What follows belongs to an exercise in optimizing a design on an open flow for small area; a production flow would make more cautious choices.
In this exercise RTL edits were held to simulation tests only and were not proved equivalent to the original.
No activity file was given, so power comes from the tool's default toggle rates.

`design/flow/config.mk`:
```
export PLATFORM = sky130hd
export DESIGN_NAME = calendar_time_add_minutes
export DESIGN_NICKNAME = calendar_time_add_minutes
export VERILOG_FILES = /design/flow/design.v
export SDC_FILE = /design/flow/constraint.sdc
export NUM_CORES = 4
export LEC_CHECK = 0
export CAP_MARGIN = 20
export CORE_MARGIN = 2
export CORE_UTILIZATION = 40
export SLEW_MARGIN = 20
```
`design/flow/constraint.sdc`:
```
create_clock -name core_clock -period 10.0 [get_ports {clk}]
set_input_delay 2.0000 -clock core_clock [delete_from_list [all_inputs] [get_ports {clk}]]
set_output_delay 2.0000 -clock core_clock [all_outputs]
set_load 0.01 [all_outputs]
```
`design/flow/design.v`:
```
`default_nettype none
package cta_pkg;
    localparam int DAY_W    = 5;
    localparam int MONTH_W  = 4;
    localparam int YEAR_W   = 16;
    localparam int HOUR_W   = 5;
    localparam int MINUTE_W = 6;
    localparam int ADD_W    = 16;
    localparam logic [MINUTE_W-1:0] RESET_MINUTE = 6'd0;
    localparam logic [HOUR_W-1:0]   RESET_HOUR   = 5'd0;
    localparam logic [DAY_W-1:0]    RESET_DAY    = 5'd1;
    localparam logic [MONTH_W-1:0]  RESET_MONTH  = 4'd1;
    localparam logic [YEAR_W-1:0]   RESET_YEAR   = 16'd2000;
    localparam logic [4:0]          RESET_YRES   = 5'd0;     
    localparam logic REQ_LOAD = 1'b0;
    localparam logic REQ_ADD  = 1'b1;
endpackage
`default_nettype wire
`default_nettype none
import cta_pkg::*;
module calendar_time_add_minutes #(
    parameter int MAX_ADD_MINUTES = 65535
) (
    input  wire logic                     clk,
    input  wire logic                     rst_n,
    input  wire logic                     cmd_valid,
    output wire logic                     cmd_ready,
    input  wire logic                     cmd_req_type,
    input  wire logic [cta_pkg::ADD_W-1:0]    cmd_add_minutes,
    input  wire logic [cta_pkg::DAY_W-1:0]    cmd_load_day,
    input  wire logic [cta_pkg::MONTH_W-1:0]  cmd_load_month,
    input  wire logic [cta_pkg::YEAR_W-1:0]   cmd_load_year,
    input  wire logic [cta_pkg::HOUR_W-1:0]   cmd_load_hour,
    input  wire logic [cta_pkg::MINUTE_W-1:0] cmd_load_minute,
    output wire logic                     rsp_valid,
    input  wire logic                     rsp_ready,
    output wire logic [cta_pkg::DAY_W-1:0]    rsp_out_day,
    output wire logic [cta_pkg::MONTH_W-1:0]  rsp_out_month,
    output wire logic [cta_pkg::YEAR_W-1:0]   rsp_out_year,
    output wire logic [cta_pkg::HOUR_W-1:0]   rsp_out_hour,
    output wire logic [cta_pkg::MINUTE_W-1:0] rsp_out_minute,
    output wire logic                     rsp_leap_flag,
    output wire logic [cta_pkg::DAY_W-1:0]    rsp_month_length
);
    logic [5:0]  min_q;
    logic [4:0]  hour_q;
    logic [4:0]  day_q;
    logic [3:0]  mon_q;
    logic [15:0] year_q;
    logic [4:0]  yres_q;      
    logic        yc_q;        
    logic [9:0]  cnt_q;
    logic        rsp_valid_q;
    logic        work, is_add;
    logic        leap;
    logic [4:0]  mlen;
    assign leap = (year_q[1:0] == 2'd0) && ((yres_q != 5'd0) || (year_q[3:2] == 2'd0));
    always_comb
    begin
        case (mon_q)
            4'd2:                      mlen = leap ? 5'd29 : 5'd28;
            4'd4, 4'd6, 4'd9, 4'd11:   mlen = 5'd30;
            default:                   mlen = 5'd31;
        endcase
    end
    logic [2:0] pass;
    logic [2:0] lsb;          
    logic       pulse;        
    logic       ok;           
    logic [3:0] bi;           
    logic [1:0] fld;          
    logic       rot, fin, op;
    assign work   = cmd_valid && !rsp_valid_q;
    assign is_add = (cmd_req_type == REQ_ADD);
    assign pass   = cnt_q[8:6];
    always_comb
    begin
        pulse = 1'b1;
        if (cnt_q[0])      lsb = 3'd0;
        else if (cnt_q[1]) lsb = 3'd1;
        else if (cnt_q[2]) lsb = 3'd2;
        else if (cnt_q[3]) lsb = 3'd3;
        else if (cnt_q[4]) lsb = 3'd4;
        else if (cnt_q[5]) lsb = 3'd5;
        else
        begin
            lsb   = 3'd0;
            pulse = 1'b0;
        end
    end
    always_comb
    begin
        ok  = 1'b0;
        bi  = 4'd0;
        fld = 2'd0;
        case ({pass, lsb})
            {3'd0, 3'd0}: begin ok = 1'b1; bi = 4'd5; fld = 2'd0; end
            {3'd0, 3'd1}: begin ok = 1'b1; bi = 4'd4; fld = 2'd0; end
            {3'd0, 3'd2}: begin ok = 1'b1; bi = 4'd3; fld = 2'd0; end
            {3'd0, 3'd3}: begin ok = 1'b1; bi = 4'd2; fld = 2'd0; end
            {3'd0, 3'd4}: begin ok = 1'b1; bi = 4'd1; fld = 2'd0; end
            {3'd0, 3'd5}: begin ok = 1'b1; bi = 4'd0; fld = 2'd0; end
            {3'd1, 3'd0}: begin ok = 1'b1; bi = 4'd9; fld = 2'd0; end
            {3'd1, 3'd1}: begin ok = 1'b1; bi = 4'd8; fld = 2'd0; end
            {3'd1, 3'd2}: begin ok = 1'b1; bi = 4'd7; fld = 2'd0; end
            {3'd1, 3'd3}: begin ok = 1'b1; bi = 4'd6; fld = 2'd0; end
            {3'd1, 3'd4}: begin ok = 1'b1; bi = 4'd7; fld = 2'd1; end
            {3'd1, 3'd5}: begin ok = 1'b1; bi = 4'd6; fld = 2'd1; end
            {3'd2, 3'd0}: begin ok = 1'b1; bi = 4'd11; fld = 2'd1; end
            {3'd2, 3'd1}: begin ok = 1'b1; bi = 4'd10; fld = 2'd1; end
            {3'd2, 3'd2}: begin ok = 1'b1; bi = 4'd9; fld = 2'd1; end
            {3'd2, 3'd3}: begin ok = 1'b1; bi = 4'd8; fld = 2'd1; end
            {3'd2, 3'd4}: begin ok = 1'b1; bi = 4'd11; fld = 2'd1; end
            {3'd2, 3'd5}: begin ok = 1'b1; bi = 4'd10; fld = 2'd1; end
            {3'd3, 3'd0}: begin ok = 1'b1; bi = 4'd13; fld = 2'd0; end
            {3'd3, 3'd1}: begin ok = 1'b1; bi = 4'd12; fld = 2'd0; end
            {3'd3, 3'd2}: begin ok = 1'b1; bi = 4'd11; fld = 2'd0; end
            {3'd3, 3'd3}: begin ok = 1'b1; bi = 4'd10; fld = 2'd0; end
            {3'd3, 3'd4}: begin ok = 1'b1; bi = 4'd12; fld = 2'd2; end
            {3'd3, 3'd5}: begin ok = 1'b1; bi = 4'd13; fld = 2'd2; end
            {3'd4, 3'd0}: begin ok = 1'b1; bi = 4'd14; fld = 2'd1; end
            {3'd4, 3'd1}: begin ok = 1'b1; bi = 4'd12; fld = 2'd1; end
            {3'd4, 3'd2}: begin ok = 1'b1; bi = 4'd14; fld = 2'd2; end
            {3'd4, 3'd3}: begin ok = 1'b1; bi = 4'd12; fld = 2'd1; end
            {3'd4, 3'd4}: begin ok = 1'b1; bi = 4'd14; fld = 2'd2; end
            {3'd4, 3'd5}: begin ok = 1'b1; bi = 4'd14; fld = 2'd1; end
            {3'd5, 3'd1}: begin ok = 1'b1; bi = 4'd13; fld = 2'd1; end
            {3'd5, 3'd2}: begin ok = 1'b1; bi = 4'd15; fld = 2'd0; end
            {3'd5, 3'd3}: begin ok = 1'b1; bi = 4'd13; fld = 2'd2; end
            {3'd5, 3'd4}: begin ok = 1'b1; bi = 4'd15; fld = 2'd1; end
            {3'd6, 3'd1}: begin ok = 1'b1; bi = 4'd15; fld = 2'd1; end
            {3'd6, 3'd3}: begin ok = 1'b1; bi = 4'd14; fld = 2'd0; end
            {3'd6, 3'd4}: begin ok = 1'b1; bi = 4'd15; fld = 2'd2; end
            {3'd7, 3'd1}: begin ok = 1'b1; bi = 4'd15; fld = 2'd2; end
            {3'd7, 3'd3}: begin ok = 1'b1; bi = 4'd15; fld = 2'd2; end
            default: begin ok = 1'b0; bi = 4'd0; fld = 2'd0; end
        endcase
    end
    assign rot       = cnt_q[9] && !cnt_q[4];
    assign fin       = cnt_q[9] && cnt_q[4];
    assign op        = is_add && !cnt_q[9] && pulse && ok && cmd_add_minutes[bi];
    assign cmd_ready = work && fin;
    logic inc_m, inc_h, inc_d, inc_mo, inc_y;
    assign inc_m  = work && op && (fld == 2'd0);
    assign inc_h  = (work && op && (fld == 2'd1)) || (inc_m && (min_q == 6'd59));
    assign inc_d  = (work && op && (fld == 2'd2)) || (inc_h && (hour_q == 5'd23));
    assign inc_mo = inc_d && (day_q == mlen);
    assign inc_y  = inc_mo && (mon_q == 4'd12);
    logic       sbit;
    logic [4:0] r0, rh;
    logic [4:0] rn;
    assign sbit = is_add ? (year_q[0] ^ yc_q) : cmd_load_year[cnt_q[3:0]];
    always_comb
    begin
        r0 = (cnt_q[3:0] == 4'd0) ? 5'd0 : yres_q;
        rh = r0[0] ? 5'((6'(r0) + 6'd25) >> 1) : (r0 >> 1);
        rn = (rh == 5'd24 && sbit) ? 5'd0 : rh + 5'(sbit);
    end
    logic [3:0] lmon;
    logic [4:0] lday;
    logic       load;
    assign load = work && !is_add;
    always_comb
    begin
        if (cmd_load_month == 4'd0)
            lmon = 4'd1;
        else if (cmd_load_month > 4'd12)
            lmon = 4'd12;
        else
            lmon = cmd_load_month;
        if (cmd_load_day == 5'd0)
            lday = 5'd1;
        else if (cmd_load_day > mlen)
            lday = mlen;
        else
            lday = cmd_load_day;
    end
    always_ff @(posedge clk or negedge rst_n)
    begin
        if (!rst_n)
        begin
            min_q       <= RESET_MINUTE;
            hour_q      <= RESET_HOUR;
            day_q       <= RESET_DAY;
            mon_q       <= RESET_MONTH;
            rsp_valid_q <= 1'b0;
        end
        else
        begin
            if (load)
            begin
                min_q  <= (cmd_load_minute > 6'd59) ? 6'd59 : cmd_load_minute;
                hour_q <= (cmd_load_hour > 5'd23) ? 5'd23 : cmd_load_hour;
                mon_q  <= lmon;
                if (fin)
                    day_q <= lday;
            end
            else
            begin
                if (inc_m)
                    min_q <= (min_q == 6'd59) ? 6'd0 : min_q + 6'd1;
                if (inc_h)
                    hour_q <= (hour_q == 5'd23) ? 5'd0 : hour_q + 5'd1;
                if (inc_d)
                    day_q <= (day_q == mlen) ? 5'd1 : day_q + 5'd1;
                if (inc_mo)
                    mon_q <= (mon_q == 4'd12) ? 4'd1 : mon_q + 4'd1;
            end
            if (cmd_ready)
                rsp_valid_q <= 1'b1;
            else if (rsp_ready)
                rsp_valid_q <= 1'b0;
        end
    end
    always_ff @(posedge clk)
    begin
        if (!work || fin)
            cnt_q <= '0;
        else
            cnt_q <= cnt_q + 10'd1;
        if (!work)
            yc_q <= 1'b0;
        else if (rot)
            yc_q <= year_q[0] & yc_q;
        else if (inc_y)
            yc_q <= 1'b1;
    end
    always_ff @(posedge clk or negedge rst_n)
    begin
        if (!rst_n)
        begin
            year_q <= RESET_YEAR;
            yres_q <= RESET_YRES;
        end
        else if (work && rot)
        begin
            year_q <= {sbit, year_q[15:1]};
            yres_q <= rn;
        end
    end
    assign rsp_valid        = rsp_valid_q;
    assign rsp_out_day      = day_q;
    assign rsp_out_month    = mon_q;
    assign rsp_out_year     = year_q;
    assign rsp_out_hour     = hour_q;
    assign rsp_out_minute   = min_q;
    assign rsp_leap_flag    = leap;
    assign rsp_month_length = mlen;
endmodule
`default_nettype wire
```
`design/flow/flow/run.sh`:
```
#!/bin/bash
# The standard layout (standard.sh), with three changes:
#  - synthesis maps the logic with an area-oriented ABC script (flow/abc.script,
#    through flow/synth.tcl, which is synth_recipe.tcl plus that one change),
#    without the platform's adder cells and the Kogge-Stone carry map;
#  - the port buffers are the smallest buffer cell.
set -euo pipefail
here=$(pwd)
export MY_ABC_SCRIPT=$here/flow/abc.script
export BUFFER_PORTS_ARGS="-buffer_cell sky130_fd_sc_hd__buf_1"
sed -e "s#SYNTH_SCRIPT=[^ ]*#SYNTH_SCRIPT=$here/flow/synth.tcl ADDER_MAP_FILE= SYNTH_OPERATIONS_ARGS=-nofsm#" standard.sh > own.sh
bash own.sh > own.log 2>&1
```
`design/flow/flow/abc.script`:
```
strash
&get -n
&deepsyn -T 20
&put
dch -f
amap -m -F 4 -A 8
```
`design/flow/flow/synth.tcl`:
```
# The standard flow's synthesis script (synth_recipe.tcl), with the technology mapping
# done by our own ABC script (flow/abc.script, an area-oriented one).
proc synth {args} { yosys synth -nofsm -noshare {*}$args }
proc abc {args} {
  set i [lsearch -exact $args -script]
  if { $i >= 0 } { set args [lreplace $args $i [expr {$i + 1}] -script $::env(MY_ABC_SCRIPT)] }
  yosys abc {*}$args
}
source $::env(SCRIPTS_DIR)/synth.tcl
# left out here: clear keep_hierarchy, flatten, clean up, hide names made inside functions, write 1_2_yosys.v
```
`design/flow/standard.sh`:
```
#!/bin/bash
# synth_recipe.tcl (not shown) runs the flow's synth.tcl, then flattens the netlist and writes it again
# the make line also repeats each setting of config.mk as NAME=value (left out here)
make -C /OpenROAD-flow-scripts/flow DESIGN_CONFIG=/design/flow/config.mk WORK_HOME=/design/flow/orfs CLKGATE_MAP_FILE= SYNTH_SCRIPT=/design/flow/synth_recipe.tcl "${@:-finish}"
```
==> results of run 1 <==
[worst register-to-register path: stages, from the launching register on]
cell and delay, ps:
dfxtp_1 360, nor2_1 390, clkinv_1 260, nor2_1 290, clkinv_1 220, nor3_1 260
o21ai_0 140, o22ai_1 390, a221oi_1 170, o32a_1 380, nor2_1 90, o2111ai_1 230
or3_1 450, nor2_1 190, nand2_1 140, a21oi_1 320, and3_1 240, o221ai_1 100
o21ai_0 80
[cell usage after synthesis, types with 4 or more instances]
library cell / count
clkinv_1: 59
nor2_1: 50
dfrtp_1: 34
o21ai_0: 34
o22a_1: 22
nand2_1: 18
a21oi_1: 17
nor3_1: 13
nand3_1: 12
dfxtp_1: 11
o22ai_1: 10
a211oi_1: 8
dfstp_2: 8
a221oi_1: 7
o221ai_1: 6
a31oi_1: 5
o21a_1: 5
a222oi_1: 4
and3_1: 4
or3_1: 4
[worst min path at each step]
stage,endpoint,slack [ps],depth (start not counted)
after floorplan,cnt_q[0],420,1
after global placement,cnt_q[0],430,1
after detailed placement,cnt_q[0],440,1
after CTS,cnt_q[0],460,1
after global routing,cnt_q[0],490,1
final,cnt_q[0],460,1
[per-layer routing]
layer,up-vias,share of wire
li1,1539,-
met1,1440,0.47
met2,102,0.45
met3,19,0.055
met4,0,0.024
met5,-,0
[registers in the layout, summed over array words and instances (netlist names)]
name / cells
yc_q: 1
cnt_q: 10
hour_q: 5
mon_q: 4
yres_q: 5
min_q: 6
day_q: 5
year_q: 16
rsp_valid_q: 1
[final cells by class]
class / instances / area share
sequential: 53 / 0.362
multi-input combinational: 247 / 0.407
tap: 99 / 0.0350
clock inverter: 2 / 0.00388
clock buffer: 6 / 0.0205
timing repair buffer: 100 / 0.109
inverter: 59 / 0.0625
[logic make-up after synthesis]
family | after synthesis
compound gates | 137
simple gates | 107
buf+inv | 62
flops | 53
other cells | 1
[through the flow]
stage / hold WS, ps / setup slack [ps] / instances / power (mW) / cell area (um2)
finish: 455 / 5220 / 566 / 0.446 / 3540
global route: 492 / 4820 / 566 / 0.472 / 3540
CTS: 458 / 5290 / 566 / 0.450 / 3540
detailed placement: 441 / 5310 / 558 / 0.326 / 3460
global placement: 434 / 5380 / 558 / 0.325 / 3460
floorplan: 417 / 5440 / 362 / 0.293 / 2960
[power groups by stage]
stage / Combinational, mW / Clock, mW / Sequential (mW)
2_1_floorplan: 0.0491 / 0 / 0.243
3_3_place_gp: 0.0853 / 0 / 0.240
3_5_place_dp: 0.0861 / 0 / 0.240
4_1_cts: 0.0866 / 0.128 / 0.236
5_1_grt: 0.0967 / 0.138 / 0.238
6_report: 0.0867 / 0.123 / 0.236
==> out/qor.yml, run 1 <==
sta:
  timing.final.crit_share: 0.478
  tightest_slew_ps: 698
  drv_slew: 0
  setup_violations: 0
  slew_headroom: 0.529
  fin_crit_ps: 4780
  tns_ps: 0
  fmax_ghz: 0.209
  hold_viol: 0
  rsz0062_at_grt: "false"
  clock_skew_ps: 9.26
drt:
  post_drt_wl_per_cell_um: 13.8
  ant_nets: 0
  drt-initial-drc-count: 101
  drc: 0
  via_per_inst: 5.48
  wl_mm: 7.83
  dr.pass1.iters: 4
  vias: 3100
power:
  p_seq_frac: 0.530
  combPwrFrac: 0.194
  p_switching_mw: 0.138
  power.clock.fraction: 0.275
  p_int_mw: 0.308
  p_sw_frac: 0.309
  peakVddDrop_uv: 43.5
  p_leak_nw: 1.24
  power.density_nw_per_um2: 126
global_route:
  grt_use_met3: 0.0394
  gr-total-overflow: 0
  grt_max_degree: 43
  grt_pass1_wl_mm: 13.0
  use_met1: 0.256
  grt_usage: 0.193
  grt-busiest-layer: "met2"
  use_met2: 0.315
  grt_pass1_vias: 2843
  antenna_found_initial: 0
layout:
  layout_common_cells: "96 x buf_1, 59 x clkinv_1, 50 x nor2_1"
  drive_gt1_frac: 0.0428
  regArea_um2: 1280
  syn_to_final_growth_pct: 19.9
  layout.nets: 523
  final_core_util: 0.491
  final_common_cell: "buf_1"
  n_antenna_cell: 0
  nFillCells: 725
  multi_input_area_um2: 1440
die:
  coreArea_um2: 7210
  dieWidth_um: 90.0
  rows: 31
  die_y_um: 90.0
  ios: 101
  die_area_um2: 8090
  start_util: 0.410
cts:
  post_cts_buffers: 0
  path_clk_slew_ps: 100
  clock_path_buffers: 2
  postCtsHoldBufs: 0
  cts.sinks: 53
  cts_root_buf: "clkbuf_8"
  cts_tree: "done"
  clkLatencyLatePin_ps: 310
  h-tree-depth: 2
  numCtsBuffers: 5
  post_cts_resized: 0
worst_setup_path:
  required_ps: 10230
  path_depth: 18
  critPathMostFrequentCell: "nor2_1"
  reg2regPathDepth: 18
  r2r_start: "cnt_q[1]"
  cpPeakStageDelay_ps: 450
  path_max_fanout: 7
  cp-end-kind: "flop"
  reg2reg_slack_ps: 5220
  crit_path_cell_trace: "nor2_1, clkinv_1, nor2_1, clkinv_1, nor3_1, o21ai_0, o22ai_1, a221oi_1, o32a_1, nor2_1, o2111ai_1, or3_1, nor2_1, nand2_1, a21oi_1, and3_1, o221ai_1, o21ai_0"
  setup.worst_path.start_class: "flop"
  cp_top_family: "simple AND/OR/NAND/NOR gates"
  r2r-end: "min_q[5]"
  crit_type: "reg -> reg"
  slowest_stage: "or3_1"
  worst-path-buf-inv: 2
  startpoint: "cnt_q[1]"
  arrival_ps: 5020
  setup.worst_path.end: "min_q[5]"
logic_synthesis:
  yosysTopAreaCell: "dfrtp_1"
  ys_ff_latch: 53
  synth_edf_count: 0
  synth_top_cell_area_share: 0.288
  synth_mux_area_frac: 0
  synth_top_family_by_area: "compound AO/OA/AOI/OAI gates"
  ys_warn_count: 1
  syn_area_um2: 2960
  synth-xor-area-share: 0
  synthAdderAreaFrac: 0
  async_flop_share: 0.792
  seq_area_frac_synth: 0.434
  syn-mean-instance-area_um2: 8.21
  synth_cells: 360
  synthDistinctLibCells: 39
  yosys.area_share.simple: 0.159
  synth_area_leaders: "dfrtp_1 29%, clkinv_1 7.5%, dfxtp_1 7.5%"
  synth-compound-area-share: 0.324
  synth_top_flop_cell: "dfrtp_1"
run_status:
  status: "timing/DRC/antenna clean"
hold_path:
  hold_path_class: "reg -> reg"
  min_from: "cnt_q[0]"
run:
  maxCapViolCount: 0
place:
  dp_hpwl_mm: 6.00
  gp_congestion: 0.902
  io_buffers: 97
==> run 2: changes to the inputs <==
--- a/design/flow/design.v
+++ b/design/flow/design.v
@@ -11,7 +11,7 @@
     localparam logic [DAY_W-1:0]    RESET_DAY    = 5'd1;
     localparam logic [MONTH_W-1:0]  RESET_MONTH  = 4'd1;
     localparam logic [YEAR_W-1:0]   RESET_YEAR   = 16'd2000;
-    localparam logic [4:0]          RESET_YRES   = 5'd0;     
+    localparam logic                RESET_Y25    = 1'b1;    
     localparam logic REQ_LOAD = 1'b0;
     localparam logic REQ_ADD  = 1'b1;
 endpackage
@@ -48,13 +48,14 @@
     logic [3:0]  mon_q;
     logic [15:0] year_q;
     logic [4:0]  yres_q;      
+    logic        y25_q;       
     logic        yc_q;        
-    logic [9:0]  cnt_q;
+    logic [8:0]  cnt_q;
     logic        rsp_valid_q;
     logic        work, is_add;
     logic        leap;
     logic [4:0]  mlen;
-    assign leap = (year_q[1:0] == 2'd0) && ((yres_q != 5'd0) || (year_q[3:2] == 2'd0));
+    assign leap = (year_q[1:0] == 2'd0) && (!y25_q || (year_q[3:2] == 2'd0));
     always_comb
     begin
         case (mon_q)
@@ -122,23 +123,25 @@
             {3'd4, 3'd1}: begin ok = 1'b1; bi = 4'd12; fld = 2'd1; end
             {3'd4, 3'd2}: begin ok = 1'b1; bi = 4'd14; fld = 2'd2; end
             {3'd4, 3'd3}: begin ok = 1'b1; bi = 4'd12; fld = 2'd1; end
-            {3'd4, 3'd4}: begin ok = 1'b1; bi = 4'd14; fld = 2'd2; end
+            {3'd4, 3'd4}: begin ok = 1'b1; bi = 4'd13; fld = 2'd2; end
             {3'd4, 3'd5}: begin ok = 1'b1; bi = 4'd14; fld = 2'd1; end
+            {3'd5, 3'd0}: begin ok = 1'b1; bi = 4'd15; fld = 2'd1; end
             {3'd5, 3'd1}: begin ok = 1'b1; bi = 4'd13; fld = 2'd1; end
             {3'd5, 3'd2}: begin ok = 1'b1; bi = 4'd15; fld = 2'd0; end
-            {3'd5, 3'd3}: begin ok = 1'b1; bi = 4'd13; fld = 2'd2; end
-            {3'd5, 3'd4}: begin ok = 1'b1; bi = 4'd15; fld = 2'd1; end
-            {3'd6, 3'd1}: begin ok = 1'b1; bi = 4'd15; fld = 2'd1; end
-            {3'd6, 3'd3}: begin ok = 1'b1; bi = 4'd14; fld = 2'd0; end
-            {3'd6, 3'd4}: begin ok = 1'b1; bi = 4'd15; fld = 2'd2; end
-            {3'd7, 3'd1}: begin ok = 1'b1; bi = 4'd15; fld = 2'd2; end
-            {3'd7, 3'd3}: begin ok = 1'b1; bi = 4'd15; fld = 2'd2; end
+            {3'd5, 3'd3}: begin ok = 1'b1; bi = 4'd14; fld = 2'd0; end
+            {3'd5, 3'd4}: begin ok = 1'b1; bi = 4'd13; fld = 2'd2; end
+            {3'd5, 3'd5}: begin ok = 1'b1; bi = 4'd14; fld = 2'd2; end
+            {3'd6, 3'd0}: begin ok = 1'b1; bi = 4'd15; fld = 2'd1; end
+            {3'd6, 3'd1}: begin ok = 1'b1; bi = 4'd15; fld = 2'd2; end
+            {3'd6, 3'd3}: begin ok = 1'b1; bi = 4'd15; fld = 2'd2; end
+            {3'd6, 3'd4}: begin ok = 1'b1; bi = 4'd15; fld = 2'd1; end
+            {3'd6, 3'd5}: begin ok = 1'b1; bi = 4'd14; fld = 2'd2; end
             default: begin ok = 1'b0; bi = 4'd0; fld = 2'd0; end
         endcase
     end
-    assign rot       = cnt_q[9] && !cnt_q[4];
-    assign fin       = cnt_q[9] && cnt_q[4];
-    assign op        = is_add && !cnt_q[9] && pulse && ok && cmd_add_minutes[bi];
+    assign rot       = (pass == 3'd7) && !cnt_q[4];
+    assign fin       = (pass == 3'd7) && cnt_q[4];
+    assign op        = is_add && pulse && ok && cmd_add_minutes[bi];
     assign cmd_ready = work && fin;
     logic inc_m, inc_h, inc_d, inc_mo, inc_y;
     assign inc_m  = work && op && (fld == 2'd0);
@@ -152,7 +155,7 @@
     assign sbit = is_add ? (year_q[0] ^ yc_q) : cmd_load_year[cnt_q[3:0]];
     always_comb
     begin
-        r0 = (cnt_q[3:0] == 4'd0) ? 5'd0 : yres_q;
+        r0 = yres_q;
         rh = r0[0] ? 5'((6'(r0) + 6'd25) >> 1) : (r0 >> 1);
         rn = (rh == 5'd24 && sbit) ? 5'd0 : rh + 5'(sbit);
     end
@@ -217,7 +220,8 @@
         if (!work || fin)
             cnt_q <= '0;
         else
-            cnt_q <= cnt_q + 10'd1;
+            cnt_q <= cnt_q + 9'd1;
+        yres_q <= rot ? rn : 5'd0;
         if (!work)
             yc_q <= 1'b0;
         else if (rot)
@@ -230,12 +234,13 @@
         if (!rst_n)
         begin
             year_q <= RESET_YEAR;
-            yres_q <= RESET_YRES;
+            y25_q  <= RESET_Y25;
         end
         else if (work && rot)
         begin
             year_q <= {sbit, year_q[15:1]};
-            yres_q <= rn;
+            if (cnt_q[3:0] == 4'd15)
+                y25_q <= (rn == 5'd0);
         end
     end
     assign rsp_valid        = rsp_valid_q;
==> design/flow/flow/abc.script (replaced) <==
strash
&get -n
&deepsyn -T 20 -S @SEED@
&put
dch -f
amap -m -F 4 -A 8
==> design/flow/flow/synth.tcl (replaced) <==
# The standard flow's synthesis script (synth_recipe.tcl), with one change: the technology
# mapping is done by our own area-oriented ABC script (flow/abc.script), tried
# with a few random seeds of its &deepsyn step, keeping the smallest result.
proc synth {args} { yosys synth -nofsm -noshare {*}$args }
proc abc_area_now {} {
  set lib_args ""
  foreach lib $::env(LIB_FILES) { append lib_args "-liberty $lib " }
  set s [tee -q -s result.string stat {*}$lib_args]
  regexp {Chip area for module[^:]*: *([0-9.]+)} $s -> a
  return $a
}
proc abc {args} {
  set i [lsearch -exact $args -script]
  set fh [open $::env(MY_ABC_SCRIPT) r]
  set tmpl [read $fh]
  close $fh
  yosys design -save pre_abc
  set best -1
  foreach seed {0 1 2 3} {
    yosys design -load pre_abc
    set f $::env(RESULTS_DIR)/abc_seed$seed.script
    set fh [open $f w]
    puts $fh [string map [list @SEED@ $seed] $tmpl]
    close $fh
    set a2 [lreplace $args $i [expr {$i + 1}] -script $f]
    yosys abc {*}$a2
    set area [abc_area_now]
    puts "abc seed $seed: area $area"
    if { $best < 0 || $area < $best } {
      set best $area
      yosys design -save best_abc
    }
  }
  yosys design -load best_abc
  puts "abc: kept area $best"
}
source $::env(SCRIPTS_DIR)/synth.tcl
# left out here: clear keep_hierarchy, flatten, clean up, hide names made inside functions, write 1_2_yosys.v
--- a/design/flow/config.mk
+++ b/design/flow/config.mk
@@ -8,4 +8,5 @@
 export CAP_MARGIN = 20
 export CORE_MARGIN = 2
 export CORE_UTILIZATION = 40
+export CTS_BUF_LIST = sky130_fd_sc_hd__clkbuf_4 sky130_fd_sc_hd__clkbuf_8
 export SLEW_MARGIN = 20
==> run 2 against run 1 <==
  * Count of clock-buffer cells in the layout rose by 1
  * Highest routed layer unchanged
  * Clock skew increased by 4.4 ps
  * Still clean on timing, DRC and antenna
  * Die area down 3.0%
  * Critical path type unchanged
  * Combinational power is 19% lower
  * Sequential power hardly changed
  * Register-to-register slack got worse by 580 ps
==> out/qor.yml, run 2 <==
worst_setup_path:
  r2r_start: "cnt_q[1]"  # unchanged
  required_ps: 10200  # was 10230 ps
  reg2regPathDepth: 27  # was 18
  reg2reg_slack_ps: 4640  # was 5220 ps
  cpPeakStageDelay_ps: 460  # was 450 ps
  critPathMostFrequentCell: "clkinv_1"  # was nor2_1
  startpoint: "cnt_q[1]"  # unchanged
  cp_top_family: "compound AO/OA/AOI/OAI gates"  # was simple AND/OR/NAND/NOR gates
  arrival_ps: 5550  # was 5020 ps
  crit_type: "reg -> reg"  # unchanged
  r2r-end: "mon_q[2]"  # was min_q[5]
  slowest_stage: "o32ai_1"  # was or3_1
  setup.worst_path.start_class: "flop"  # unchanged
  worst-path-buf-inv: 6  # was 2
  cp-end-kind: "flop"  # unchanged
  path_max_fanout: 8  # was 7
drt:
  dr.pass1.iters: 4  # unchanged
  post_drt_wl_per_cell_um: 13.7  # was 13.8 um
  via_per_inst: 5.39  # was 5.48
  wl_mm: 7.59  # was 7.83 mm
  wl_met1_mm: 3.50  # was 3.65 mm
  drc: 0  # unchanged
  met3WireLength_um: 407  # was 434 um
  vias: 2981  # was 3100
  route.met2.wl_mm: 3.60  # was 3.56 mm
  drt-initial-drc-count: 162  # was 101
  ant_nets: 0  # unchanged
  top_layer: "met4"  # unchanged
place:
  dp_hpwl_mm: 5.91  # was 6.00 mm
  gp_congestion: 0.899  # was 0.902
  io_buffers: 97  # unchanged
  dp_slack_ps: 4710  # was 5310 ps
  dp_cells: 545  # was 558
layout:
  regMostFlops: "year_q"  # unchanged
  nFillCells: 713  # was 725
  reg.largest.list: "year_q (16), cnt_q (9), min_q (6)"  # was year_q (16), cnt_q (10), min_q (6)
  n_antenna_cell: 0  # unchanged
  layout.nets: 513  # was 523
  final_core_util: 0.504  # was 0.491
  syn_to_final_growth_pct: 20.9  # was 19.9%
  final_common_cell: "buf_1"  # unchanged
  layout_common_cells: "96 x buf_1, 57 x clkinv_1, 53 x nor2_1"  # was 96 x buf_1, 59 x clkinv_1, 50 x nor2_1
  final_cells: 553  # was 566
  drive_gt1_frac: 0.0416  # was 0.0428
  largest_reg_flops: 16  # unchanged
cts:
  cts.sinks: 53  # unchanged
  h-tree-depth: 2  # unchanged
  numCtsBuffers: 5  # unchanged
  clock_path_buffers: 2  # unchanged
  cts_root_buf: "clkbuf_8"  # unchanged
  path_clk_slew_ps: 100  # about the same
  post_cts_resized: 0  # unchanged
  clkLatencyLatePin_ps: 310  # about the same
  cts_tree: "done"  # unchanged
  postCtsHoldBufs: 0  # unchanged
  post_cts_buffers: 0  # unchanged
sta:
  tns_ps: 0  # unchanged
  drv_slew: 0  # unchanged
  fmax_ghz: 0.187  # was 0.209 GHz
  rsz0062_at_grt: "false"  # unchanged
  fin_crit_ps: 5360  # was 4780 ps
  worst_slack_ps: 4640  # was 5220 ps
  timing.final.crit_share: 0.536  # was 0.478
  slew_headroom: 0.327  # was 0.529
  clock_skew_ps: 13.6  # was 9.26 ps
  hold_viol: 0  # unchanged
  setup_violations: 0  # unchanged
  tightest_slew_ps: 1010  # was 698 ps
logic_synthesis:
  yosysTopAreaCell: "dfrtp_1"  # unchanged
  yosys-top-cells-count: "57 x clkinv_1, 53 x nor2_1, 29 x dfrtp_1"  # was 59 x clkinv_1, 50 x nor2_1, 34 x dfrtp_1, 34 x o21ai_0, 22 x o22a_1
  async_flop_share: 0.717  # was 0.792
  synthDistinctLibCells: 35  # was 39
  ys_ff_latch: 53  # unchanged
  syn_area_um2: 2860  # was 2960 um2
  syn-mean-instance-area_um2: 8.13  # was 8.21 um2
  synth_top_cell_area_share: 0.254  # was 0.288
  synth_cells: 352  # was 360
  seq_area_frac_synth: 0.441  # was 0.434
  synth_area_leaders: "dfrtp_1 25%, dfxtp_1 10%, dfstp_2 8.3%"  # was dfrtp_1 29%, clkinv_1 7.5%, dfxtp_1 7.5%
  post-synth-top-count-cell: "clkinv_1"  # unchanged
  ys_warn_count: 1  # unchanged
  synth_top_flop_cell: "dfrtp_1"  # unchanged
  synth_edf_count: 0  # unchanged
die:
  dieWidth_um: 88.6  # was 90.0 um
  start_util: 0.417  # was 0.410
  ios: 101  # unchanged
  die_area_um2: 7850  # was 8090 um2
  rows: 30  # was 31
  coreArea_um2: 6870  # was 7210 um2
  die_y_um: 88.6  # was 90.0 um
global_route:
  grt_max_degree: 39  # was 43
  grt_pass1_wl_mm: 12.6  # was 13.0 mm
  grt_pass1_vias: 2788  # was 2843
  antenna_found_initial: 0  # unchanged
  gr-total-overflow: 0  # unchanged
  grt_usage: 0.202  # was 0.193
power:
  peakVddDrop_uv: 71.8  # was 43.5 uV
  power.density_nw_per_um2: 133  # was 126 nW/um2
  p_leak_nw: 1.22  # was 1.24 nW
run_status:
  status: "timing/DRC/antenna clean"  # unchanged
hold_path:
  min_path_cells: 2  # was 1
  worstHoldEndpoint: "y25_q"  # was cnt_q[0]
  min_from: "y25_q"  # was cnt_q[0]
  hold_path_class: "reg -> reg"  # unchanged
run:
  maxCapViolCount: 0  # unchanged
## run 2: cell type report
class	count	area, um2	area share
clock buffers	7	90.1	0.0260
clock inverters	1	30.0	0.00868
inverters	57	214	0.0618
multi-input cells	241	1370	0.396
flip-flops and latches	53	1260	0.365
well taps	96	120	0.0347
repair buffers	98	373	0.108
## run 2: cells by family after synthesis
family	after synthesis	synth area share
AOI/OAI and AO/OA	128	0.307
and+or+nand+nor	110	0.167
buffers and inverters	60	0.0826
DFF	53	0.441
other	1	0.00131
## run 2: through the flow
step / power (mW) / cell area (um2) / hold WS (ps)
after detailed placement: 0.310 / 3340 / 481
after CTS: 0.466 / 3460 / 495
final: 0.460 / 3460 / 495
after global routing: 0.485 / 3460 / 532
after global placement: 0.310 / 3340 / 473
after floorplan: 0.280 / 2870 / 438
## run 2: power breakdown
part	switching, mW	internal [mW]
registers	0.0114	0.224
logic	0.0439	0.0265
clock network	0.0691	0.0844
## run 2: tightest hold or removal path: cells and delay by family (launching register included)
family	cells	cell delay [ps]
AO/OA/AOI/OAI	1	60
flip-flops	1	380
AND/OR/NAND/NOR	1	60
## run 2: worst max path at each step
stage | to | slack [ps] | depth (start not counted)
final | mon_q[2] | 4640 | 27
after global routing | mon_q[2] | 3820 | 27
after CTS | mon_q[2] | 4660 | 27
after detailed placement | mon_q[2] | 4710 | 27
after global placement | mon_q[2] | 4730 | 27
after floorplan | mon_q[2] | 5650 | 27
## run 2: metal layers
layer | global-route usage | vias to the layer above
met5 | 0 | -
met4 | 0.0482 | 0
met3 | 0.0364 | 10
met2 | 0.340 | 86
met1 | 0.273 | 1388
li1 | - | 1497
==> run 3: changes to the inputs <==
--- a/design/flow/config.mk
+++ b/design/flow/config.mk
@@ -8,5 +8,7 @@
 export CAP_MARGIN = 20
 export CORE_MARGIN = 2
 export CORE_UTILIZATION = 40
-export CTS_BUF_LIST = sky130_fd_sc_hd__clkbuf_4 sky130_fd_sc_hd__clkbuf_8
+export CTS_BUF_LIST = sky130_fd_sc_hd__clkbuf_8
+export CTS_CLUSTER_DIAMETER = 200
+export CTS_CLUSTER_SIZE = 30
 export SLEW_MARGIN = 20
==> run 3 against run 2 <==
  * Synthesized area is the same
  * Wire length is essentially flat
  * Utilization fell by 0.055 points
  * Largest cell class unchanged
  * Largest power group unchanged
==> out/qor.yml, run 3 <==
logic_synthesis:
  synth_top_cell_area_share: 0.254  # unchanged
  synth_cells: 352  # unchanged
  synthDistinctLibCells: 35  # unchanged
  syn_area_um2: 2860  # unchanged
  syn-mean-instance-area_um2: 8.13  # unchanged
  synth_area_leaders: "dfrtp_1 25%, dfxtp_1 10%, dfstp_2 8.3%"  # unchanged
  synth_edf_count: 0  # unchanged
  yosys-top-cells-count: "57 x clkinv_1, 53 x nor2_1, 29 x dfrtp_1"  # unchanged
  async_flop_share: 0.717  # unchanged
  post-synth-top-count-cell: "clkinv_1"  # unchanged
  ys_warn_count: 1  # unchanged
  yosysTopAreaCell: "dfrtp_1"  # unchanged
  synth_top_flop_cell: "dfrtp_1"  # unchanged
  seq_area_frac_synth: 0.441  # unchanged
  ys_ff_latch: 53  # unchanged
worst_setup_path:
  r2r_start: "cnt_q[1]"  # unchanged
  reg2reg_slack_ps: 4630  # was 4640 ps
  required_ps: 10190  # was 10200 ps
  cp-end-kind: "flop"  # unchanged
  r2r-end: "mon_q[2]"  # unchanged
  crit_type: "reg -> reg"  # unchanged
  setup.worst_path.start_class: "flop"  # unchanged
  arrival_ps: 5560  # was 5550 ps
  path_max_fanout: 8  # unchanged
  reg2regPathDepth: 27  # unchanged
cts:
  cts.sinks: 53  # unchanged
  cts_tree: "done"  # unchanged
  h-tree-depth: 2  # unchanged
  cts_root_buf: "clkbuf_8"  # unchanged
  postCtsHoldBufs: 0  # unchanged
  clock_path_buffers: 2  # unchanged
  post_cts_buffers: 0  # unchanged
  numCtsBuffers: 5  # unchanged
  clkLatencyLatePin_ps: 300  # was 310 ps
  post_cts_resized: 0  # unchanged
  path_clk_slew_ps: 100  # about the same
layout:
  final_core_util: 0.503  # was 0.504
  syn_to_final_growth_pct: 20.8  # was 20.9%
  nFillCells: 714  # was 713
  n_antenna_cell: 0  # unchanged
  final_cell_area_um2: 3460  # about the same
  largest_reg_flops: 16  # unchanged
  layout.nets: 513  # unchanged
  final_common_cell: "buf_1"  # unchanged
  reg.largest.list: "year_q (16), cnt_q (9), min_q (6)"  # unchanged
  regMostFlops: "year_q"  # unchanged
  drive_gt1_frac: 0.0394  # was 0.0416
  layout_common_cells: "96 x buf_1, 57 x clkinv_1, 53 x nor2_1"  # unchanged
power:
  peakVddDrop_uv: 71.4  # was 71.8 uV
  power.density_nw_per_um2: 132  # was 133 nW/um2
  p_leak_nw: 1.22  # about the same
global_route:
  grt_max_degree: 39  # unchanged
  grt_usage: 0.202  # unchanged
  grt_pass1_wl_mm: 12.6  # unchanged
  gr-total-overflow: 0  # unchanged
  grt_pass1_vias: 2788  # unchanged
  antenna_found_initial: 0  # unchanged
drt:
  via_per_inst: 5.40  # was 5.39
  vias: 2984  # was 2981
  dr.pass1.iters: 4  # unchanged
  drt-initial-drc-count: 163  # was 162
  drc: 0  # unchanged
  ant_nets: 0  # unchanged
  wl_mm: 7.59  # about the same
  post_drt_wl_per_cell_um: 13.7  # about the same
sta:
  timing.final.crit_share: 0.537  # was 0.536
  worst_slack_ps: 4630  # was 4640 ps
  tightest_slew_ps: 998  # was 1010 ps
  rsz0062_at_grt: "false"  # unchanged
  setup_violations: 0  # unchanged
  slew_headroom: 0.332  # was 0.327
  tns_ps: 0  # unchanged
  fmax_ghz: 0.186  # was 0.187 GHz
  fin_crit_ps: 5370  # was 5360 ps
  clock_skew_ps: 13.5  # was 13.6 ps
  drv_slew: 0  # unchanged
  hold_viol: 0  # unchanged
place:
  gp_congestion: 0.899  # unchanged
  dp_slack_ps: 4710  # unchanged
  dp_hpwl_mm: 5.91  # unchanged
  io_buffers: 97  # unchanged
  postPlaceCellArea_um2: 3340  # unchanged
die:
  start_util: 0.417  # unchanged
  rows: 30  # unchanged
  die_y_um: 88.6  # unchanged
  dieWidth_um: 88.6  # unchanged
  die_area_um2: 7850  # unchanged
  ios: 101  # unchanged
  coreArea_um2: 6870  # unchanged
hold_path:
  worstHoldEndpoint: "y25_q"  # unchanged
  min_path_cells: 2  # unchanged
  min_from: "y25_q"  # unchanged
  hold_path_class: "reg -> reg"  # unchanged
run_status:
  status: "timing/DRC/antenna clean"  # unchanged
run:
  maxCapViolCount: 0  # unchanged
[run 3: cell families after synthesis]
family,after synthesis,synth area share
other,1,0.00131
AOI/OAI and AO/OA,128,0.307
buffers and inverters,60,0.0826
DFF,53,0.441
and+or+nand+nor,110,0.167
[run 3: layout make-up]
| type | instances | area, um2 | share of cell area |
|---|---|---|---|
| multi-input cells | 241 | 1370 | 0.396 |
| inverters | 57 | 214 | 0.0619 |
| well taps | 96 | 120 | 0.0348 |
| clock inverters | 2 | 33.8 | 0.00978 |
| flip-flops and latches | 53 | 1260 | 0.365 |
| repair buffers | 98 | 373 | 0.108 |
| clock buffers | 6 | 82.6 | 0.0239 |
[run 3: metal layers]
layer  wire length [um]  GRT usage  up-vias
li1                   -          -     1499
met1               3500      0.273     1383
met2               3600      0.340       94
met3                434     0.0364        8
met4                 60     0.0482        0
met5                  0          0        -
[run 3: how the worst max path moves through the flow]
stage / startpoint / endpoint / slack, ps / cells past startpoint
2_1_floorplan: cnt_q[1] / mon_q[2] / 5650 / 27
3_3_place_gp: cnt_q[1] / mon_q[2] / 4730 / 27
3_5_place_dp: cnt_q[1] / mon_q[2] / 4710 / 27
4_1_cts: cnt_q[1] / mon_q[2] / 4660 / 27
5_1_grt: cnt_q[1] / mon_q[2] / 3820 / 27
6_report: cnt_q[1] / mon_q[2] / 4630 / 27
[run 3: per-stage QoR]
step	hold slack (ps)	power [mW]	cells
floorplan	438	0.280	354
global placement	473	0.310	545
detailed placement	481	0.310	545
CTS	495	0.463	553
global route	532	0.481	553
finish	495	0.456	553
[run 3: power by group]
| part | internal, mW | leakage [nW] | total (mW) | switching (mW) |
|---|---|---|---|---|
| Sequential | 0.224 | 0.590 | 0.236 | 0.0114 |
| Combinational | 0.0265 | 0.566 | 0.0703 | 0.0439 |
| Clock | 0.0807 | 0.0626 | 0.150 | 0.0688 |
[run 3: worst max-delay path, stage by stage (launching register included)]
cell	delay [ps]
dfxtp_1	400
nor2_1	200
clkinv_1	230
nor3_1	420
clkinv_1	200
o21a_1	230
a31oi_1	220
clkinv_1	140
o32ai_1	460
nor2_1	150
clkinv_1	110
a22oi_1	90
a21oi_1	150
a211oi_1	60
o21ai_0	170
o211ai_1	140
a211oi_1	350
and3_1	270
nand2_1	80
clkinv_1	70
nand3_1	100
o21ai_0	140
nand2_1	120
clkinv_1	80
nand2_1	80
nor2_1	220
nor2_1	70
a221oi_1	290
==> run 4: changes to the inputs <==
--- a/design/flow/config.mk
+++ b/design/flow/config.mk
@@ -8,7 +8,4 @@
 export CAP_MARGIN = 20
 export CORE_MARGIN = 2
 export CORE_UTILIZATION = 40
-export CTS_BUF_LIST = sky130_fd_sc_hd__clkbuf_8
-export CTS_CLUSTER_DIAMETER = 200
-export CTS_CLUSTER_SIZE = 30
 export SLEW_MARGIN = 20
==> run 4 against run 3 <==
  * Register-to-register slack improved by 20 ps
  * First-iteration DRC count decreased by 0.61%
  * Critical endpoint unchanged
  * Total power increased by 0.27%
  * Die area unchanged
  * Synthesized cell count unchanged
  * Non-clock buffer count unchanged
  * Still clean on timing, DRC and antenna
  * Clock skew about the same
==> out/qor.yml, run 4 <==
sta:
  tightest_slew_ps: 1000  # was 998 ps
  fin_crit_ps: 5360  # was 5370 ps
  fmax_ghz: 0.187  # was 0.186 GHz
  rsz0062_at_grt: "false"  # unchanged
  hold_viol: 0  # unchanged
  slew_headroom: 0.328  # was 0.332
  setup_violations: 0  # unchanged
  drv_slew: 0  # unchanged
  timing.final.crit_share: 0.536  # was 0.537
  tns_ps: 0  # unchanged
  clock_skew_ps: 13.4  # was 13.5 ps
global_route:
  grt_usage: 0.202  # unchanged
  grt_pass1_vias: 2788  # unchanged
  grt_pass1_wl_mm: 12.6  # unchanged
  grt_max_degree: 39  # unchanged
  antenna_found_initial: 0  # unchanged
  gr-total-overflow: 0  # unchanged
die:
  dieWidth_um: 88.6  # unchanged
  rows: 30  # unchanged
  ios: 101  # unchanged
  coreArea_um2: 6870  # unchanged
  start_util: 0.417  # unchanged
  die_y_um: 88.6  # unchanged
  die_area_um2: 7850  # unchanged
cts:
  h-tree-depth: 2  # unchanged
  post_cts_resized: 0  # unchanged
  cts_tree: "done"  # unchanged
  numCtsBuffers: 5  # unchanged
  path_clk_slew_ps: 100  # about the same
  cts_root_buf: "clkbuf_8"  # unchanged
  clock_path_buffers: 2  # unchanged
  postCtsHoldBufs: 0  # unchanged
  post_cts_buffers: 0  # unchanged
  cts.sinks: 53  # unchanged
  clkLatencyLatePin_ps: 310  # was 300 ps
logic_synthesis:
  syn-mean-instance-area_um2: 8.13  # unchanged
  ys_warn_count: 1  # unchanged
  post-synth-top-count-cell: "clkinv_1"  # unchanged
  synth_top_cell_area_share: 0.254  # unchanged
  synthDistinctLibCells: 35  # unchanged
  async_flop_share: 0.717  # unchanged
  synth_top_flop_cell: "dfrtp_1"  # unchanged
  synth_cells: 352  # unchanged
  yosys-top-cells-count: "57 x clkinv_1, 53 x nor2_1, 29 x dfrtp_1"  # unchanged
  yosysTopAreaCell: "dfrtp_1"  # unchanged
  synth_area_leaders: "dfrtp_1 25%, dfxtp_1 10%, dfstp_2 8.3%"  # unchanged
  synth_edf_count: 0  # unchanged
  ys_ff_latch: 53  # unchanged
  seq_area_frac_synth: 0.441  # unchanged
  syn_area_um2: 2860  # unchanged
place:
  dp_hpwl_mm: 5.91  # unchanged
  io_buffers: 97  # unchanged
  gp_congestion: 0.899  # unchanged
worst_setup_path:
  cp_top_family: "compound AO/OA/AOI/OAI gates"  # unchanged
  reg2reg_slack_ps: 4640  # was 4630 ps
  cpPeakStageDelay_ps: 460  # about the same
  setup.worst_path.start_class: "flop"  # unchanged
  critPathMostFrequentCell: "clkinv_1"  # unchanged
  cp-end-kind: "flop"  # unchanged
  arrival_ps: 5550  # was 5560 ps
  reg2regPathDepth: 27  # unchanged
  r2r-end: "mon_q[2]"  # unchanged
  worst-path-buf-inv: 6  # unchanged
  path_depth: 27  # unchanged
  path_max_fanout: 8  # unchanged
  r2r_start: "cnt_q[1]"  # unchanged
  required_ps: 10200  # was 10190 ps
  crit_type: "reg -> reg"  # unchanged
  slowest_stage: "o32ai_1"  # unchanged
drt:
  dr.pass1.iters: 4  # unchanged
  drc: 0  # unchanged
  post_drt_wl_per_cell_um: 13.7  # about the same
  drt-initial-drc-count: 162  # was 163
  vias: 2975  # was 2984
  ant_nets: 0  # unchanged
  via_per_inst: 5.38  # was 5.40
  wl_mm: 7.58  # was 7.59 mm
hold_path:
  worstHoldEndpoint: "y25_q"  # unchanged
  min_from: "y25_q"  # unchanged
  min_path_cells: 2  # unchanged
  hold_path_class: "reg -> reg"  # unchanged
layout:
  nFillCells: 714  # unchanged
  final_common_cell: "buf_1"  # unchanged
  n_antenna_cell: 0  # unchanged
  layout_common_cells: "96 x buf_1, 57 x clkinv_1, 53 x nor2_1"  # unchanged
  drive_gt1_frac: 0.0394  # unchanged
  reg.largest.list: "year_q (16), cnt_q (9), min_q (6)"  # unchanged
  layout.nets: 513  # unchanged
  syn_to_final_growth_pct: 20.8  # unchanged
  regMostFlops: "year_q"  # unchanged
  largest_reg_flops: 16  # unchanged
  final_core_util: 0.503  # unchanged
power:
  peakVddDrop_uv: 71.9  # was 71.4 uV
  power.density_nw_per_um2: 132  # about the same
  finalPower_mw: 0.457  # was 0.456 mW
  p_leak_nw: 1.21  # was 1.22 nW
run:
  maxCapViolCount: 0  # unchanged
run_status:
  status: "timing/DRC/antenna clean"  # unchanged
[run 4: where the power goes]
| part | switching [mW] | total (mW) | internal (mW) | leakage (nW) |
|---|---|---|---|---|
| Clock | 0.0692 | 0.151 | 0.0817 | 0.0585 |
| Combinational | 0.0437 | 0.0702 | 0.0265 | 0.566 |
| Sequential | 0.0114 | 0.236 | 0.224 | 0.590 |
| Total | 0.124 | 0.457 | 0.333 | 1.21 |
[run 4: cell families after synthesis]
family / Yosys count / share of synthesized area
simple gates: 110 / 0.167
other cells: 1 / 0.00131
flops: 53 / 0.441
compound gates: 128 / 0.307
buf+inv: 60 / 0.0826
[run 4: area by class of cell]
cell class                      instances  area, um2  share of cell area
Multi-Input combinational cell        241       1370               0.396
Sequential cell                        53       1260               0.365
Timing Repair Buffer                   98        373               0.108
Inverter                               57        214              0.0619
Tap cell                               96        120              0.0348
Clock buffer                            7       86.3              0.0250
Clock inverter                          1       30.0             0.00869
[run 4: worst reg2reg max path: cells and delay by family, from the launching register on]
family	cells	cell delay (ps)
and+or+nand+nor	10	1720
AOI/OAI and AO/OA	11	2280
DFF	1	400
buffers and inverters	6	840
[run 4: metrics by stage]
step / hold WS [ps] / setup slack (ps) / cell area (um2) / std cells
after floorplan: 438 / 5650 / 2870 / 354
after global placement: 473 / 4730 / 3340 / 545
after detailed placement: 481 / 4710 / 3340 / 545
after CTS: 495 / 4660 / 3460 / 553
after global routing: 532 / 3820 / 3460 / 553
final: 495 / 4640 / 3460 / 553
[run 4: worst max-delay path by stage]
stage,to,startpoint,slack (ps)
6_report,mon_q[2],cnt_q[1],4640
5_1_grt,mon_q[2],cnt_q[1],3820
4_1_cts,mon_q[2],cnt_q[1],4660
3_5_place_dp,mon_q[2],cnt_q[1],4710
3_3_place_gp,mon_q[2],cnt_q[1],4730
2_1_floorplan,mon_q[2],cnt_q[1],5650
[run 4: per-layer routing]
layer  up-vias  part of all wire  track usage
met5         -                 0            0
met4         0            0.0084       0.0482
met3         6             0.057       0.0364
met2        84              0.48        0.340
met1      1388              0.46        0.273
li1       1497                 -            -
==> run 5: changes to the inputs <==
--- a/design/flow/flow/run.sh
+++ b/design/flow/flow/run.sh
@@ -7,6 +7,7 @@
 set -euo pipefail
 here=$(pwd)
 export MY_ABC_SCRIPT=$here/flow/abc.script
+export CTS_ARGS="-sink_clustering_enable -repair_clock_nets -buf_list sky130_fd_sc_hd__clkbuf_8 -dont_use_dummy_load"
 export BUFFER_PORTS_ARGS="-buffer_cell sky130_fd_sc_hd__buf_1"
 sed -e "s#SYNTH_SCRIPT=[^ ]*#SYNTH_SCRIPT=$here/flow/synth.tcl ADDER_MAP_FILE= SYNTH_OPERATIONS_ARGS=-nofsm#" standard.sh > own.sh
 bash own.sh > own.log 2>&1
==> run 5 against run 4 <==
  * Still clean
  * Die area is essentially flat
  * Critical path depth is 14 lower
  * Clock skew increased by 14 ps
  * Fmax is 14% higher
  * First-iteration DRC count up 17%
  * Final cell count unchanged
  * Hold slack worse by 25 ps
  * Non-clock buffer count is the same
  * Clock power is 29% lower
  * Sequential power hardly changed
  * Sequential share of layout area is 0.54 points higher
  * Critical path type is now in -> reg
  * Largest cell class unchanged
  * Largest power group unchanged
==> out/qor.yml, run 5 <==
layout:
  syn_to_final_growth_pct: 19.1  # was 20.8%
  largest_reg_flops: 16  # unchanged
  final_common_cell: "buf_1"  # unchanged
  regArea_um2: 1260  # unchanged
  n_antenna_cell: 0  # unchanged
  nFillCells: 705  # was 714
  layout_common_cells: "96 x buf_1, 57 x nor2_1, 52 x clkinv_1"  # was 96 x buf_1, 57 x clkinv_1, 53 x nor2_1
  multi_input_area_um2: 1390  # was 1370 um2
  regMostFlops: "year_q"  # unchanged
  layout.nets: 516  # was 513
  drive_gt1_frac: 0.0350  # was 0.0394
  reg.largest.list: "year_q (16), cnt_q (9), min_q (6)"  # unchanged
place:
  gp_congestion: 0.887  # was 0.899
  io_buffers: 97  # unchanged
  dp_hpwl_mm: 5.58  # was 5.91 mm
die:
  start_util: 0.416  # was 0.417
  ios: 101  # unchanged
  die_y_um: 88.5  # was 88.6 um
  dieWidth_um: 88.5  # was 88.6 um
  coreArea_um2: 6870  # unchanged
  die_area_um2: 7840  # was 7850 um2
  rows: 30  # unchanged
cts:
  numCtsBuffers: 5  # unchanged
  clock_path_buffers: 2  # unchanged
  cts_tree: "done"  # unchanged
  postCtsHoldBufs: 0  # unchanged
  path_clk_slew_ps: 100  # about the same
  h-tree-depth: 2  # unchanged
  clkLatencyLatePin_ps: 300  # was 310 ps
  cts.sinks: 53  # unchanged
  cts_root_buf: "clkbuf_8"  # unchanged
  post_cts_buffers: 0  # unchanged
  post_cts_resized: 0  # unchanged
drt:
  post_drt_wl_per_cell_um: 13.0  # was 13.7 um
  drt-initial-drc-count: 189  # was 162
  ant_nets: 0  # unchanged
  vias: 2940  # was 2975
  dr.pass1.iters: 5  # was 4
  drc: 0  # unchanged
  via_per_inst: 5.32  # was 5.38
  wl_mm: 7.19  # was 7.58 mm
sta:
  timing.final.crit_share: 0.470  # was 0.536
  clock_skew_ps: 27.4  # was 13.4 ps
  slew_headroom: 0.378  # was 0.328
  tns_ps: 0  # unchanged
  drv_slew: 0  # unchanged
  hold_viol: 0  # unchanged
  tightest_slew_ps: 934  # was 1000 ps
  fin_crit_ps: 4700  # was 5360 ps
  fmax_ghz: 0.213  # was 0.187 GHz
  fin_hold_ws_ps: 471  # was 495 ps
  setup_violations: 0  # unchanged
  rsz0062_at_grt: "false"  # unchanged
worst_setup_path:
  path_max_fanout: 13  # was 8
  arrival_ps: 4880  # was 5550 ps
  reg2regPathDepth: 21  # was 27
  r2r_start: "cnt_q[0]"  # was cnt_q[1]
  r2r-end: "mon_q[3]"  # was mon_q[2]
  required_ps: 10180  # was 10200 ps
  reg2reg_slack_ps: 5470  # was 4640 ps
  setup.worst_path.start_class: "primary input"  # was flop
  crit_type: "in -> reg"  # was reg -> reg
  cp-end-kind: "flop"  # unchanged
power:
  peakVddDrop_uv: 61.9  # was 71.9 uV
  finalPower_mw: 0.414  # was 0.457 mW
  p_leak_nw: 1.19  # was 1.21 nW
  power.density_nw_per_um2: 121  # was 132 nW/um2
hold_path:
  worstHoldEndpoint: "y25_q"  # unchanged
  min_from: "yres_q[3]"  # was y25_q
  min_path_cells: 1  # was 2
  hold_path_class: "reg -> reg"  # unchanged
global_route:
  grt_max_degree: 39  # unchanged
  grt_pass1_vias: 2522  # was 2788
  antenna_found_initial: 0  # unchanged
  grt_pass1_wl_mm: 11.4  # was 12.6 mm
  grt_usage: 0.183  # was 0.202
  gr-total-overflow: 0  # unchanged
logic_synthesis:
  synth_top_cell_area_share: 0.254  # about the same
  synth_area_leaders: "dfrtp_1 25%, dfxtp_1 11%, dfstp_2 8.3%"  # was dfrtp_1 25%, dfxtp_1 10%, dfstp_2 8.3%
  seq_area_frac_synth: 0.442  # was 0.441
  syn-mean-instance-area_um2: 8.05  # was 8.13 um2
  syn_area_um2: 2860  # about the same
  synthDistinctLibCells: 38  # was 35
  ys_ff_latch: 53  # unchanged
  synth_cells: 355  # was 352
  yosysTopAreaCell: "dfrtp_1"  # unchanged
  post-synth-top-count-cell: "nor2_1"  # was clkinv_1
  ys_warn_count: 1  # unchanged
  yosys-top-cells-count: "57 x nor2_1, 52 x clkinv_1, 30 x o21ai_0"  # was 57 x clkinv_1, 53 x nor2_1, 29 x dfrtp_1
  synth_top_flop_cell: "dfrtp_1"  # unchanged
  async_flop_share: 0.717  # unchanged
  synth_edf_count: 0  # unchanged
run_status:
  status: "timing/DRC/antenna clean"  # unchanged
run:
  maxCapViolCount: 0  # unchanged
run 5: per-stage QoR:
stage                     std cells  utilization  instance area, um2  setup slack [ps]
after floorplan                 357            -                2870              5720
after global placement          548        0.486                3340              5190
after detailed placement        548        0.486                3340              5060
after CTS                       553        0.496                3410              5350
after global routing            553        0.496                3410              4920
final                           553        0.496                3410              5300
run 5: worst max path at each step:
stage                    from   endpoint  slack (ps)
floorplan           cmd_valid  cmd_ready        5720
global placement    cmd_valid   day_q[4]        5190
detailed placement  cmd_valid   day_q[4]        5060
CTS                 cmd_valid   day_q[4]        5350
global route         cnt_q[0]   mon_q[3]        4920
finish              cmd_valid   day_q[4]        5300
run 5: where the power goes:
| group | internal (mW) | total [mW] | switching [mW] |
|---|---|---|---|
| clock network | 0.0453 | 0.107 | 0.0619 |
| registers | 0.224 | 0.234 | 0.0104 |
| logic | 0.0272 | 0.0723 | 0.0450 |
| total | 0.296 | 0.414 | 0.117 |
run 5: logic make-up after synthesis:
| family | after synthesis | synth area share |
|---|---|---|
| AOI/OAI and AO/OA | 126 | 0.301 |
| buffers and inverters | 55 | 0.0761 |
| DFF | 53 | 0.442 |
| other | 1 | 0.00131 |
| and+or+nand+nor | 120 | 0.180 |
run 5: cell type report:
cell class	instances	area share
tap	96	0.0353
multi-input combinational	249	0.407
timing repair buffer	98	0.109
clock buffer	5	0.0202
sequential	53	0.371
inverter	52	0.0573
run 5: critical path: stages:
cell,delay (ps)
buf_1,70
nand2_1,130
nor2_1,700
clkinv_1,570
nor2_1,400
clkinv_1,260
nand2_1,150
nand2_1,60
nor2_1,130
nand2_1,100
nand2_1,70
o21ai_0,70
o22a_1,160
run 5: layer usage:
layer | GRT usage | share of wire | vias to the layer above
li1 | - | - | 1497
met1 | 0.260 | 0.49 | 1350
met2 | 0.293 | 0.44 | 91
met3 | 0.0364 | 0.067 | 2
met4 | 0.0331 | 0.0024 | 0
met5 | 0 | 0 | -
==> run 6: changes to the inputs <==
--- a/design/flow/flow/run.sh
+++ b/design/flow/flow/run.sh
@@ -7,7 +7,7 @@
 set -euo pipefail
 here=$(pwd)
 export MY_ABC_SCRIPT=$here/flow/abc.script
-export CTS_ARGS="-sink_clustering_enable -repair_clock_nets -buf_list sky130_fd_sc_hd__clkbuf_8 -dont_use_dummy_load"
+export CTS_ARGS="-repair_clock_nets -buf_list sky130_fd_sc_hd__clkbuf_16 -dont_use_dummy_load"
 export BUFFER_PORTS_ARGS="-buffer_cell sky130_fd_sc_hd__buf_1"
 sed -e "s#SYNTH_SCRIPT=[^ ]*#SYNTH_SCRIPT=$here/flow/synth.tcl ADDER_MAP_FILE= SYNTH_OPERATIONS_ARGS=-nofsm#" standard.sh > own.sh
 bash own.sh > own.log 2>&1
==> run 6 against run 5 <==
  * Sequential power about the same
  * Non-clock buffer count unchanged
  * Wire length down 0.75%
  * Count of clock-buffer cells in the layout unchanged
  * Sequential cell count did not move
  * Hold slack lost 11 ps
  * Clock power is 45% higher
  * Worst setup slack improved by 27 ps
  * Via count is 1.2% lower
  * Sequential share of layout area fell by 0.60 points
  * Synthesized cell count unchanged
  * Critical endpoint unchanged
  * Largest cell class unchanged
==> out/qor.yml, run 6 <==
run_status:
  status: "timing/DRC/antenna clean"  # unchanged
worst_setup_path:
  reg2regPathDepth: 21  # unchanged
  reg2reg_slack_ps: 5510  # was 5470 ps
  crit_type: "in -> reg"  # unchanged
  path_max_fanout: 13  # unchanged
  r2r-end: "mon_q[3]"  # unchanged
  arrival_ps: 4840  # was 4880 ps
  setup.worst_path.start_class: "primary input"  # unchanged
  required_ps: 10170  # was 10180 ps
  r2r_start: "cnt_q[0]"  # unchanged
  setup.worst_path.end: "day_q[4]"  # unchanged
  cp-end-kind: "flop"  # unchanged
  startpoint: "cmd_valid"  # unchanged
logic_synthesis:
  post-synth-top-count-cell: "nor2_1"  # unchanged
  synth_mux_area_frac: 0  # unchanged
  syn-mean-instance-area_um2: 8.05  # unchanged
  ys_ff_latch: 53  # unchanged
  synthAdderAreaFrac: 0  # unchanged
  synthDistinctLibCells: 38  # unchanged
  synth_top_flop_cell: "dfrtp_1"  # unchanged
  synth_top_cell_area_share: 0.254  # unchanged
  async_flop_share: 0.717  # unchanged
  ys_warn_count: 1  # unchanged
  seq_area_frac_synth: 0.442  # unchanged
  synth-xor-area-share: 0  # unchanged
  synth_cells: 355  # unchanged
  synth_edf_count: 0  # unchanged
  syn_area_um2: 2860  # unchanged
  yosys.area_share.simple: 0.180  # unchanged
  yosysTopAreaCell: "dfrtp_1"  # unchanged
  synth-compound-area-share: 0.301  # unchanged
  synth_top_family_by_area: "compound AO/OA/AOI/OAI gates"  # unchanged
  synth_area_leaders: "dfrtp_1 25%, dfxtp_1 11%, dfstp_2 8.3%"  # unchanged
  yosys-top-cells-count: "57 x nor2_1, 52 x clkinv_1, 30 x o21ai_0"  # unchanged
sta:
  fmax_ghz: 0.214  # was 0.213 GHz
  slew_headroom: 0.381  # was 0.378
  drv_slew: 0  # unchanged
  timing.final.crit_share: 0.467  # was 0.470
  rsz0062_at_grt: "false"  # unchanged
  fin_crit_ps: 4670  # was 4700 ps
  setup_violations: 0  # unchanged
  hold_viol: 0  # unchanged
  tns_ps: 0  # unchanged
  tightest_slew_ps: 928  # was 934 ps
  clock_skew_ps: 19.7  # was 27.4 ps
drt:
  dr.pass1.iters: 4  # was 5
  drc: 0  # unchanged
  drt-initial-drc-count: 189  # unchanged
  wl_mm: 7.14  # was 7.19 mm
  ant_nets: 0  # unchanged
  via_per_inst: 5.25  # was 5.32
  post_drt_wl_per_cell_um: 12.9  # was 13.0 um
  vias: 2905  # was 2940
cts:
  post_cts_resized: 0  # unchanged
  cts_tree: "done"  # unchanged
  numCtsBuffers: 5  # unchanged
  h-tree-depth: 2  # unchanged
  clock_path_buffers: 2  # unchanged
  path_clk_slew_ps: 70  # was 100 ps
  cts_root_buf: "clkbuf_16"  # was clkbuf_8
  post_cts_buffers: 0  # unchanged
  clkLatencyLatePin_ps: 280  # was 300 ps
  cts.sinks: 53  # unchanged
  postCtsHoldBufs: 0  # unchanged
layout:
  syn_to_final_growth_pct: 21.1  # was 19.1%
  reg.largest.list: "year_q (16), cnt_q (9), min_q (6)"  # unchanged
  regMostFlops: "year_q"  # unchanged
  n_antenna_cell: 0  # unchanged
  layout_common_cells: "96 x buf_1, 57 x nor2_1, 52 x clkinv_1"  # unchanged
  final_common_cell: "buf_1"  # unchanged
  drive_gt1_frac: 0.0350  # unchanged
  largest_reg_flops: 16  # unchanged
  layout.nets: 516  # unchanged
  final_cells: 553  # unchanged
place:
  gp_congestion: 0.887  # unchanged
  io_buffers: 97  # unchanged
  dp_cells: 548  # unchanged
  dp_hpwl_mm: 5.58  # unchanged
die:
  dieWidth_um: 88.5  # unchanged
  ios: 101  # unchanged
  coreArea_um2: 6870  # unchanged
  die_area_um2: 7840  # unchanged
  die_y_um: 88.5  # unchanged
  start_util: 0.416  # unchanged
  rows: 30  # unchanged
global_route:
  grt_usage: 0.183  # about the same
  grt_pass1_wl_mm: 11.4  # about the same
  antenna_found_initial: 0  # unchanged
  use_met1: 0.257  # was 0.260
  gr-total-overflow: 0  # unchanged
  use_met2: 0.297  # was 0.293
  grt_use_met3: 0.0392  # was 0.0364
  grt-busiest-layer: "met2"  # unchanged
  grt_pass1_vias: 2533  # was 2522
  grt_max_degree: 39  # unchanged
power:
  power.density_nw_per_um2: 133  # was 121 nW/um2
  peakVddDrop_uv: 95.4  # was 61.9 uV
  p_seq_frac: 0.509  # was 0.566
  combPwrFrac: 0.156  # was 0.175
  p_int_mw: 0.340  # was 0.296 mW
  p_leak_nw: 1.21  # was 1.19 nW
  power.clock.fraction: 0.335  # was 0.259
  p_switching_mw: 0.121  # was 0.117 mW
  p_sw_frac: 0.263  # was 0.284
run:
  maxCapViolCount: 0  # unchanged
hold_path:
  hold_path_class: "reg -> reg"  # unchanged
## run 6: changes by cell type in the layout (fill, tap and decap cells not counted)
cell and change:
clkbuf_16 +5, clkbuf_8 -5
## run 6: metrics by stage
stage | worst slack [ps] | instance area (um2) | power [mW] | utilization | hold slack [ps]
floorplan | 5720 | 2870 | 0.281 | - | 419
CTS | 5330 | 3460 | 0.468 | 0.504 | 460
global placement | 5190 | 3340 | 0.310 | 0.486 | 452
detailed placement | 5060 | 3340 | 0.311 | 0.486 | 450
global route | 4900 | 3460 | 0.488 | 0.504 | 506
finish | 5330 | 3460 | 0.461 | 0.504 | 460
## run 6: layout make-up
class | instances | area (um2)
multi-input cells | 249 | 1390
flip-flops and latches | 53 | 1260
inverters | 52 | 195
well taps | 96 | 120
clock buffers | 5 | 125
fillers | 705 | 3410
repair buffers | 98 | 373
## run 6: kinds of logic (layout without fill, tap and decap cells)
kind of cell	count (synthesis)	after routing
and+or+nand+nor	120	120
AOI/OAI and AO/OA	126	126
DFF	53	53
buffers and inverters	55	155
other	1	3
## run 6: worst min path at each step
stage / startpoint / end / slack (ps) / depth (start not counted)
6_report: yres_q[3] / y25_q / 460 / 1
5_1_grt: yres_q[3] / y25_q / 510 / 1
4_1_cts: yres_q[3] / y25_q / 460 / 1
3_5_place_dp: yres_q[3] / y25_q / 450 / 1
3_3_place_gp: yres_q[3] / y25_q / 450 / 1
2_1_floorplan: yres_q[3] / y25_q / 420 / 1
## run 6: power groups by stage
stage / sequential, mW / combinational [mW] / clock (mW)
3_5_place_dp: 0.238 / 0.0722 / 0
4_1_cts: 0.234 / 0.0727 / 0.161
6_report: 0.235 / 0.0721 / 0.155
5_1_grt: 0.236 / 0.0826 / 0.169
3_3_place_gp: 0.239 / 0.0715 / 0
2_1_floorplan: 0.241 / 0.0401 / 0
## run 6: worst max-delay path, stage by stage
cell,delay [ps]
buf_1,70
nand2_1,120
nor2_1,680
clkinv_1,560
nor2_1,400
clkinv_1,260
nand2_1,150
nand2_1,60
nor2_1,130
nand2_1,100
nand2_1,70
o21ai_0,70
o22a_1,160
## run 6: layer usage
metal  share of wire  routed length (um)  up-vias
li1                -                   -     1501
met1            0.49                3500     1322
met2            0.45                3190       80
met3           0.060                 429        2
met4          0.0024                  17        0
met5               0                   0        -

Check on run 6: ideal ports give 5.328 ns setup slack; a clkbuf_16 on the clock port and buf_2 on the inputs give 5.338 ns; moving port delays by the midpoint clock arrival (0.307 ns) as well gives 5.031 ns.
